What follows belongs to an exercise in optimizing a design on an open flow for small area; a production flow would make more cautious choices.
RTL that was checked went through simulation tests only; none was proved equivalent to the original.
No activity file was given, so power comes from the tool's default toggle rates.

==> flow/design.v <==
module isp_tile_packer #(
  parameter int IMGW_WIDTH     = 11,
  parameter int IMGH_WIDTH     = 11,
  parameter int PIX_WIDTH      = 24,
  parameter int LANES          = 32,
  parameter int ISP_DATA_WIDTH = 768,
  parameter int ISP_ADDR_WIDTH = 10
) (
  input  logic                      clk,
  input  logic                      rst_n,
  input  logic [IMGW_WIDTH-1:0]     img_width_i,
  input  logic [IMGH_WIDTH-1:0]     img_height_i,
  input  logic                      top_start_i,
  input  logic                      pix_vld_i,
  output logic                      pix_rdy_o,
  input  logic [PIX_WIDTH-1:0]      pix_dat_i,
  input  logic                      pix_sof_i,
  input  logic                      pix_eol_i,
  input  logic                      isp_rdy_i,
  output logic                      isp_resp_o,
  output logic                      isp_wen_o,
  output logic [ISP_ADDR_WIDTH-1:0] isp_waddr_o,
  output logic [ISP_DATA_WIDTH-1:0] isp_wdata_o,
  output logic                      isp_done_o,
  output logic                      busy_o,
  output logic                      frame_done_o,
  output logic                      err_o
);
  localparam int BUF_W = (LANES - 1) * PIX_WIDTH;
  typedef enum logic [1:0] {IDLE, WAIT_RDY, FILL, DONE} state_e;
  state_e                    state_q, state_d;
  logic [5:0]                tiles_q;       
  logic [IMGH_WIDTH-1:0]     lines_left_q;
  logic [4:0]                lane_q;        
  logic [4:0]                tile_q;        
  logic [4:0]                row_q;         
  logic                      first_q;       
  logic [BUF_W-1:0]          lane_buf_q;
  logic [PIX_WIDTH-1:0]      lane31_q;
  logic                      wen_q;
  logic                      done_q;
  logic [5:0] tiles_in;
  logic [5:0] tile_inc;
  logic       start_ok;
  logic       xfer;
  logic       last_lane;
  logic       last_tile;
  logic       last_col;
  logic       band_end;
  logic       lines_zero;
  assign tiles_in   = img_width_i[10:5];
  assign start_ok   = top_start_i && (state_q == IDLE) &&
                      (tiles_in != 6'd0) && (img_height_i != '0);
  assign pix_rdy_o  = (state_q == FILL);
  assign xfer       = pix_vld_i && pix_rdy_o;
  assign last_lane  = &lane_q;
  assign tile_inc   = {1'b0, tile_q} + 6'd1;
  assign last_tile  = (tile_inc == tiles_q);
  assign last_col   = last_lane && last_tile;
  assign lines_zero = (lines_left_q == '0);
  assign band_end   = xfer && last_col &&
                      ((&row_q) || (lines_left_q == IMGH_WIDTH'(1)));
  always_ff @(posedge clk or negedge rst_n) begin
    if (!rst_n) state_q <= IDLE;
    else        state_q <= state_d;
  end
  always_comb begin
    state_d = state_q;
    unique case (state_q)
      IDLE:     if (start_ok) state_d = WAIT_RDY;
      WAIT_RDY: if (isp_rdy_i) state_d = FILL;
      FILL:     if (band_end) state_d = DONE;
      DONE:     state_d = lines_zero ? IDLE : WAIT_RDY;
      default:  state_d = IDLE;
    endcase
  end
  assign isp_resp_o = (state_q == WAIT_RDY) && isp_rdy_i;
  assign busy_o     = (state_q != IDLE);
  always_ff @(posedge clk or negedge rst_n) begin
    if (!rst_n) begin
      wen_q  <= 1'b0;
      done_q <= 1'b0;
    end else begin
      wen_q  <= xfer && last_lane;
      done_q <= (state_q == DONE);
    end
  end
  always_ff @(posedge clk) begin
    if (start_ok) begin
      tiles_q      <= tiles_in;
      lines_left_q <= img_height_i;
      lane_q       <= '0;
      first_q      <= 1'b1;
    end else if (xfer) begin
      lane_q  <= lane_q + 5'd1;
      first_q <= 1'b0;
      if (last_col) lines_left_q <= lines_left_q - IMGH_WIDTH'(1);
      if (lane_q == 5'd0) begin
        if (first_q) begin
          tile_q <= '0;
          row_q  <= '0;
        end else if (last_tile) begin
          tile_q <= '0;
          row_q  <= row_q + 5'd1;
        end else begin
          tile_q <= tile_inc[4:0];
        end
      end
    end
  end
  logic [3:0] lane_lo;
  logic [7:0] lane_hi;
  assign lane_lo = 4'b0001 << lane_q[1:0];
  assign lane_hi = 8'b0000_0001 << lane_q[4:2];
  for (genvar l = 0; l < LANES - 1; l++) begin : g_lane
    logic sel, ld, hold;
    assign sel  = lane_lo[l % 4] && lane_hi[l / 4];
    assign ld   = xfer && sel;
    assign hold = !sel;
    always_ff @(posedge clk) begin
      lane_buf_q[l*PIX_WIDTH +: PIX_WIDTH] <=
          (lane_buf_q[l*PIX_WIDTH +: PIX_WIDTH] & {PIX_WIDTH{hold}}) |
          (pix_dat_i & {PIX_WIDTH{ld}});
    end
  end
  always_ff @(posedge clk) begin
    lane31_q <= pix_dat_i;
  end
  assign isp_wen_o    = wen_q;
  assign isp_waddr_o  = {row_q, tile_q};
  assign isp_wdata_o  = {lane31_q, lane_buf_q};
  assign isp_done_o   = done_q;
  assign frame_done_o = done_q && lines_zero;
  logic err_q;
  always_ff @(posedge clk or negedge rst_n) begin
    if (!rst_n) begin
      err_q <= 1'b0;
    end else if (start_ok) begin
      err_q <= 1'b0;
    end else if (xfer) begin
      if ((pix_sof_i != first_q) || (pix_eol_i != last_col)) begin
        err_q <= 1'b1;
      end
    end
  end
  assign err_o = err_q;
  logic unused_inputs;
  assign unused_inputs = ^{img_width_i[4:0], pix_sof_i, pix_eol_i};
endmodule
clock: 6.0 ns
lec_check: 0
cap_margin: 0
core_margin: 2
core_utilization: 40
slew_margin: 0
standard.sh (not shown) runs the stock make flow with config.mk's settings and CLKGATE_MAP_FILE= SYNTH_SCRIPT=/design/flow/synth_recipe.tcl, a recipe that flattens the netlist after the stock synthesis.
==> flow/flow/run.sh <==
#!/bin/bash
set -euo pipefail
cd "$(dirname "$0")/.."
bash standard.sh \
  "BUFFER_PORTS_ARGS=-buffer_cell sky130_fd_sc_hd__buf_1" \
  "CTS_ARGS=-sink_clustering_enable -repair_clock_nets -dont_use_dummy_load -buf_list sky130_fd_sc_hd__clkbuf_4 -sink_clustering_size 10 -sink_clustering_max_diameter 40" \
  finish > flow_standard.log 2>&1
Next try:
--- a/flow/design.v
+++ b/flow/design.v
@@ -106,19 +106,14 @@
           tile_q <= tile_inc[4:0];
         end
       end
     end
   end
-  logic [3:0] lane_lo;
-  logic [7:0] lane_hi;
-  assign lane_lo = 4'b0001 << lane_q[1:0];
-  assign lane_hi = 8'b0000_0001 << lane_q[4:2];
   for (genvar l = 0; l < LANES - 1; l++) begin : g_lane
-    logic sel, ld, hold;
-    assign sel  = lane_lo[l % 4] && lane_hi[l / 4];
-    assign ld   = xfer && sel;
-    assign hold = !sel;
+    logic ld, hold;
+    assign ld   = xfer && (lane_q == 5'(l));
+    assign hold = (lane_q != 5'(l));
     always_ff @(posedge clk) begin
       lane_buf_q[l*PIX_WIDTH +: PIX_WIDTH] <=
           (lane_buf_q[l*PIX_WIDTH +: PIX_WIDTH] & {PIX_WIDTH{hold}}) |
           (pix_dat_i & {PIX_WIDTH{ld}});
     end
Effect:
- count of clock-buffer cells in the layout drops by 4
- design area fell by 0.48%
- total power shrinks by 18%
- via count rose by 2.4%
- global-route usage rose by 0.39 points
- worst hold slack gets worse by 0.015 ns
Only the layout flow was run in the first run of this note; the RTL was not checked for function there.

Another version of the RTL of isp_tile_packer (not shown whole).
Size: ~2800 cells after synthesis, about 810 flip-flops, roughly 840 I/O pins, ~25000 um^2 of cells after synthesis.
// isp_tile_packer
module isp_tile_packer #(
  parameter int IMGW_WIDTH     = 11,
  parameter int IMGH_WIDTH     = 11,
  parameter int PIX_WIDTH      = 24,
  parameter int LANES          = 32,
  parameter int ISP_DATA_WIDTH = 768,
  parameter int ISP_ADDR_WIDTH = 10
) (
  input  logic                      clk,
  input  logic                      rst_n,
  input  logic [IMGW_WIDTH-1:0]     img_width_i,
  input  logic [IMGH_WIDTH-1:0]     img_height_i,
  input  logic                      top_start_i,
  input  logic                      pix_vld_i,
  output logic                      pix_rdy_o,
  input  logic [PIX_WIDTH-1:0]      pix_dat_i,
  input  logic                      pix_sof_i,
  input  logic                      pix_eol_i,
  input  logic                      isp_rdy_i,
  output logic                      isp_resp_o,
  output logic                      isp_wen_o,
  output logic [ISP_ADDR_WIDTH-1:0] isp_waddr_o,
  output logic [ISP_DATA_WIDTH-1:0] isp_wdata_o,
  output logic                      isp_done_o,
  output logic                      busy_o,
  output logic                      frame_done_o,
  output logic                      err_o
);
  localparam int BUF_W = (LANES - 1) * PIX_WIDTH;
  typedef enum logic [1:0] {IDLE = 2'b00, WAIT_RDY = 2'b10, FILL = 2'b11, DONE = 2'b01} state_e;
  state_e                    state_q, state_d;
  logic [5:0]                tiles_q;       
  logic [IMGH_WIDTH-1:0]     lines_left_q;
  logic [4:0]                lane_q;        
  logic [4:0]                tile_q;        
  ...
==> module isp_tile_packer, before the edit <==
module isp_tile_packer #(
  parameter int IMGW_WIDTH     = 11,
  parameter int IMGH_WIDTH     = 11,
  parameter int PIX_WIDTH      = 24,
  parameter int LANES          = 32,
  parameter int ISP_DATA_WIDTH = 768,
  parameter int ISP_ADDR_WIDTH = 10
) (
  input  logic                      clk,
  input  logic                      rst_n,
  input  logic [IMGW_WIDTH-1:0]     img_width_i,
  input  logic [IMGH_WIDTH-1:0]     img_height_i,
  input  logic                      top_start_i,
  input  logic                      pix_vld_i,
  output logic                      pix_rdy_o,
  input  logic [PIX_WIDTH-1:0]      pix_dat_i,
  input  logic                      pix_sof_i,
  input  logic                      pix_eol_i,
  input  logic                      isp_rdy_i,
  output logic                      isp_resp_o,
  output logic                      isp_wen_o,
  output logic [ISP_ADDR_WIDTH-1:0] isp_waddr_o,
  output logic [ISP_DATA_WIDTH-1:0] isp_wdata_o,
  output logic                      isp_done_o,
  output logic                      busy_o,
  output logic                      frame_done_o,
  output logic                      err_o
);
  localparam int BUF_W = (LANES - 1) * PIX_WIDTH;
  typedef enum logic [1:0] {IDLE = 2'b00, WAIT_RDY = 2'b10, FILL = 2'b11, DONE = 2'b01} state_e;
  state_e                    state_q, state_d;
  logic [5:0]                tiles_q;       
  logic [IMGH_WIDTH-1:0]     lines_left_q;
  logic [4:0]                lane_q;        
  logic [4:0]                tile_q;        
  logic [4:0]                row_q;         
  logic                      first_q;       
  logic [BUF_W-1:0]          lane_buf_q;
  logic [PIX_WIDTH-1:0]      lane31_q;
  logic                      wen_q;
  logic                      done_q;
  logic [5:0] tiles_in;
  logic [5:0] tile_inc;
  logic       start_ok;
  logic       xfer;
  logic       last_lane;
  logic       last_tile;
  logic       last_col;
  logic       band_end;
  logic       lines_zero;
  assign tiles_in   = img_width_i[10:5];
  assign start_ok   = top_start_i && (state_q == IDLE) &&
                      (tiles_in != 6'd0) && (img_height_i != '0);
  assign pix_rdy_o  = (state_q == FILL);
  assign xfer       = pix_vld_i && pix_rdy_o;
  assign last_lane  = &lane_q;
  assign tile_inc   = {1'b0, tile_q} + 6'd1;
  assign last_tile  = (tile_inc == tiles_q);
  assign last_col   = last_lane && last_tile;
  assign lines_zero = (lines_left_q == '0);
  assign band_end   = xfer && last_col &&
                      ((&row_q) || (lines_left_q == IMGH_WIDTH'(1)));
  always_ff @(posedge clk or negedge rst_n) begin
    if (!rst_n) state_q <= IDLE;
    else        state_q <= state_d;
  end
  always_comb begin
    state_d = state_q;
    unique case (state_q)
      IDLE:     if (start_ok) state_d = WAIT_RDY;
      WAIT_RDY: if (isp_rdy_i) state_d = FILL;
      FILL:     if (band_end) state_d = DONE;
      DONE:     state_d = lines_zero ? IDLE : WAIT_RDY;
      default:  state_d = IDLE;
    endcase
  end
  assign isp_resp_o = (state_q == WAIT_RDY) && isp_rdy_i;
  assign busy_o     = (state_q != IDLE);
  always_ff @(posedge clk or negedge rst_n) begin
    if (!rst_n) begin
      wen_q  <= 1'b0;
      done_q <= 1'b0;
    end else begin
      wen_q  <= xfer && last_lane;
      done_q <= (state_q == DONE);
    end
  end
  always_ff @(posedge clk) begin
    if (start_ok) begin
      tiles_q      <= tiles_in;
      lines_left_q <= img_height_i;
      lane_q       <= '0;
      first_q      <= 1'b1;
    end else if (xfer) begin
      lane_q  <= lane_q + 5'd1;
      first_q <= 1'b0;
      if (last_col) lines_left_q <= lines_left_q - IMGH_WIDTH'(1);
      if (lane_q == 5'd0) begin
        if (first_q) begin
          tile_q <= '0;
          row_q  <= '0;
        end else if (last_tile) begin
          tile_q <= '0;
          row_q  <= row_q + 5'd1;
        end else begin
          tile_q <= tile_inc[4:0];
        end
      end
    end
  end
  for (genvar l = 0; l < LANES - 1; l++) begin : g_lane
    logic ld, hold;
    assign ld   = xfer && (lane_q == 5'(l));
    assign hold = (lane_q != 5'(l));
    always_ff @(posedge clk) begin
      lane_buf_q[l*PIX_WIDTH +: PIX_WIDTH] <=
          (lane_buf_q[l*PIX_WIDTH +: PIX_WIDTH] & {PIX_WIDTH{hold}}) |
          (pix_dat_i & {PIX_WIDTH{ld}});
    end
  end
  always_ff @(posedge clk) begin
    lane31_q <= pix_dat_i;
  end
  assign isp_wen_o    = wen_q;
  assign isp_waddr_o  = {row_q, tile_q};
  assign isp_wdata_o  = {lane31_q, lane_buf_q};
  assign isp_done_o   = done_q;
  assign frame_done_o = done_q && lines_zero;
  logic err_q;
  always_ff @(posedge clk or negedge rst_n) begin
    if (!rst_n) begin
      err_q <= 1'b0;
    end else if (start_ok) begin
      err_q <= 1'b0;
    end else if (xfer) begin
      if ((pix_sof_i != first_q) || (pix_eol_i != last_col)) begin
        err_q <= 1'b1;
      end
    end
  end
  assign err_o = err_q;
  logic unused_inputs;
  assign unused_inputs = ^{img_width_i[4:0], pix_sof_i, pix_eol_i};
endmodule
Settings: LEC_CHECK=0, CAP_MARGIN=0, CORE_MARGIN=2, CORE_UTILIZATION=40, SLEW_MARGIN=0; clock period 6.0 ns.
Scripts as last shown in full above: flow/flow/run.sh
Change:
--- a/flow/design.v
+++ b/flow/design.v
@@ -25,10 +25,44 @@
   output logic                      busy_o,
   output logic                      frame_done_o,
   output logic                      err_o
 );
   localparam int BUF_W = (LANES - 1) * PIX_WIDTH;
+  localparam logic [32*5-1:0] LANE_CODE = {
+    5'd16,
+    5'd8,
+    5'd20,
+    5'd10,
+    5'd21,
+    5'd26,
+    5'd29,
+    5'd14,
+    5'd23,
+    5'd27,
+    5'd13,
+    5'd6,
+    5'd3,
+    5'd17,
+    5'd24,
+    5'd28,
+    5'd30,
+    5'd31,
+    5'd15,
+    5'd7,
+    5'd19,
+    5'd25,
+    5'd12,
+    5'd22,
+    5'd11,
+    5'd5,
+    5'd18,
+    5'd9,
+    5'd4,
+    5'd2,
+    5'd1,
+    5'd0
+  };
   typedef enum logic [1:0] {IDLE = 2'b00, WAIT_RDY = 2'b10, FILL = 2'b11, DONE = 2'b01} state_e;
   state_e                    state_q, state_d;
   logic [5:0]                tiles_q;       
   logic [IMGH_WIDTH-1:0]     lines_left_q;
   logic [4:0]                lane_q;        
@@ -51,11 +85,11 @@
   assign tiles_in   = img_width_i[10:5];
   assign start_ok   = top_start_i && (state_q == IDLE) &&
                       (tiles_in != 6'd0) && (img_height_i != '0);
   assign pix_rdy_o  = (state_q == FILL);
   assign xfer       = pix_vld_i && pix_rdy_o;
-  assign last_lane  = &lane_q;
+  assign last_lane  = (lane_q == LANE_CODE[31*5 +: 5]);
   assign tile_inc   = {1'b0, tile_q} + 6'd1;
   assign last_tile  = (tile_inc == tiles_q);
   assign last_col   = last_lane && last_tile;
   assign lines_zero = (lines_left_q == '0);
   assign band_end   = xfer && last_col &&
@@ -90,14 +124,14 @@
       tiles_q      <= tiles_in;
       lines_left_q <= img_height_i;
       lane_q       <= '0;
       first_q      <= 1'b1;
     end else if (xfer) begin
-      lane_q  <= lane_q + 5'd1;
+      lane_q  <= {lane_q[3:0], lane_q[4] ^ lane_q[2] ^ (lane_q[3:0] == 4'd0)};
       first_q <= 1'b0;
       if (last_col) lines_left_q <= lines_left_q - IMGH_WIDTH'(1);
-      if (lane_q == 5'd0) begin
+      if (lane_q == LANE_CODE[0 +: 5]) begin
         if (first_q) begin
           tile_q <= '0;
           row_q  <= '0;
         end else if (last_tile) begin
           tile_q <= '0;
@@ -108,12 +142,12 @@
       end
     end
   end
   for (genvar l = 0; l < LANES - 1; l++) begin : g_lane
     logic ld, hold;
-    assign ld   = xfer && (lane_q == 5'(l));
-    assign hold = (lane_q != 5'(l));
+    assign ld   = xfer && (lane_q == LANE_CODE[l*5 +: 5]);
+    assign hold = (lane_q != LANE_CODE[l*5 +: 5]);
     always_ff @(posedge clk) begin
       lane_buf_q[l*PIX_WIDTH +: PIX_WIDTH] <=
           (lane_buf_q[l*PIX_WIDTH +: PIX_WIDTH] & {PIX_WIDTH{hold}}) |
           (pix_dat_i & {PIX_WIDTH{ld}});
     end
=> Cell area hardly moves. Power decreases by a little under a tenth. Clock skew goes down by 0.029 ns. Wire length hardly moves. Sequential share of layout area climbs by 0.13 points. Non-clock buffer count goes up by 1. Count of clock-buffer cells in the layout goes up by 2. Setup slack gains 0.035 ns. Register-to-register slack stays flat. Area after synthesis stays flat. Critical path depth is unchanged. Sequential cell count does not change. Synthesized cell count is lower slightly. Core utilization came out lower by 0.11 points.
No functional check of the RTL was part of the first run of this note.

==> port drivers added, routing unchanged <==
Ports are ideal in the flow. The routed layouts listed here were re-timed in OpenROAD. Step 1 sets driving cells, clkbuf_16 on the clock port and buf_2 on the other inputs (assumed; they add their load-dependent delay and slew). Step 2 times the ports against the registers' clock, not the clock port: input delays grow and output delays shrink by t, the midpoint of the rising clock arrivals with the driver on. Three values: no drivers, after step 1, after step 2; two values: the first two.
run	t (ns)	slack for setup (ns)	worst setup path after step 2	worst data-port slew with drivers (ns)	cell pins on the clock port's net
the first run of note 1	0.893	2.302 / 2.243 / 2.181	input to register	0.09	1
the second run of note 1	0.916	2.509 / 2.458 / 1.824	input to register	0.19	1
the first run of note 2	0.883	2.077 / 2.013 / 2.444	input to register	0.18	1
the second run of note 2	0.917	2.112 / 2.051 / 2.272	input to register	0.14	1
After both steps every run listed still meets setup and hold. For the second run of note 1, which loses most, drivers alone change the setup slack by -0.051 ns; drivers and shift together by -0.685 ns.
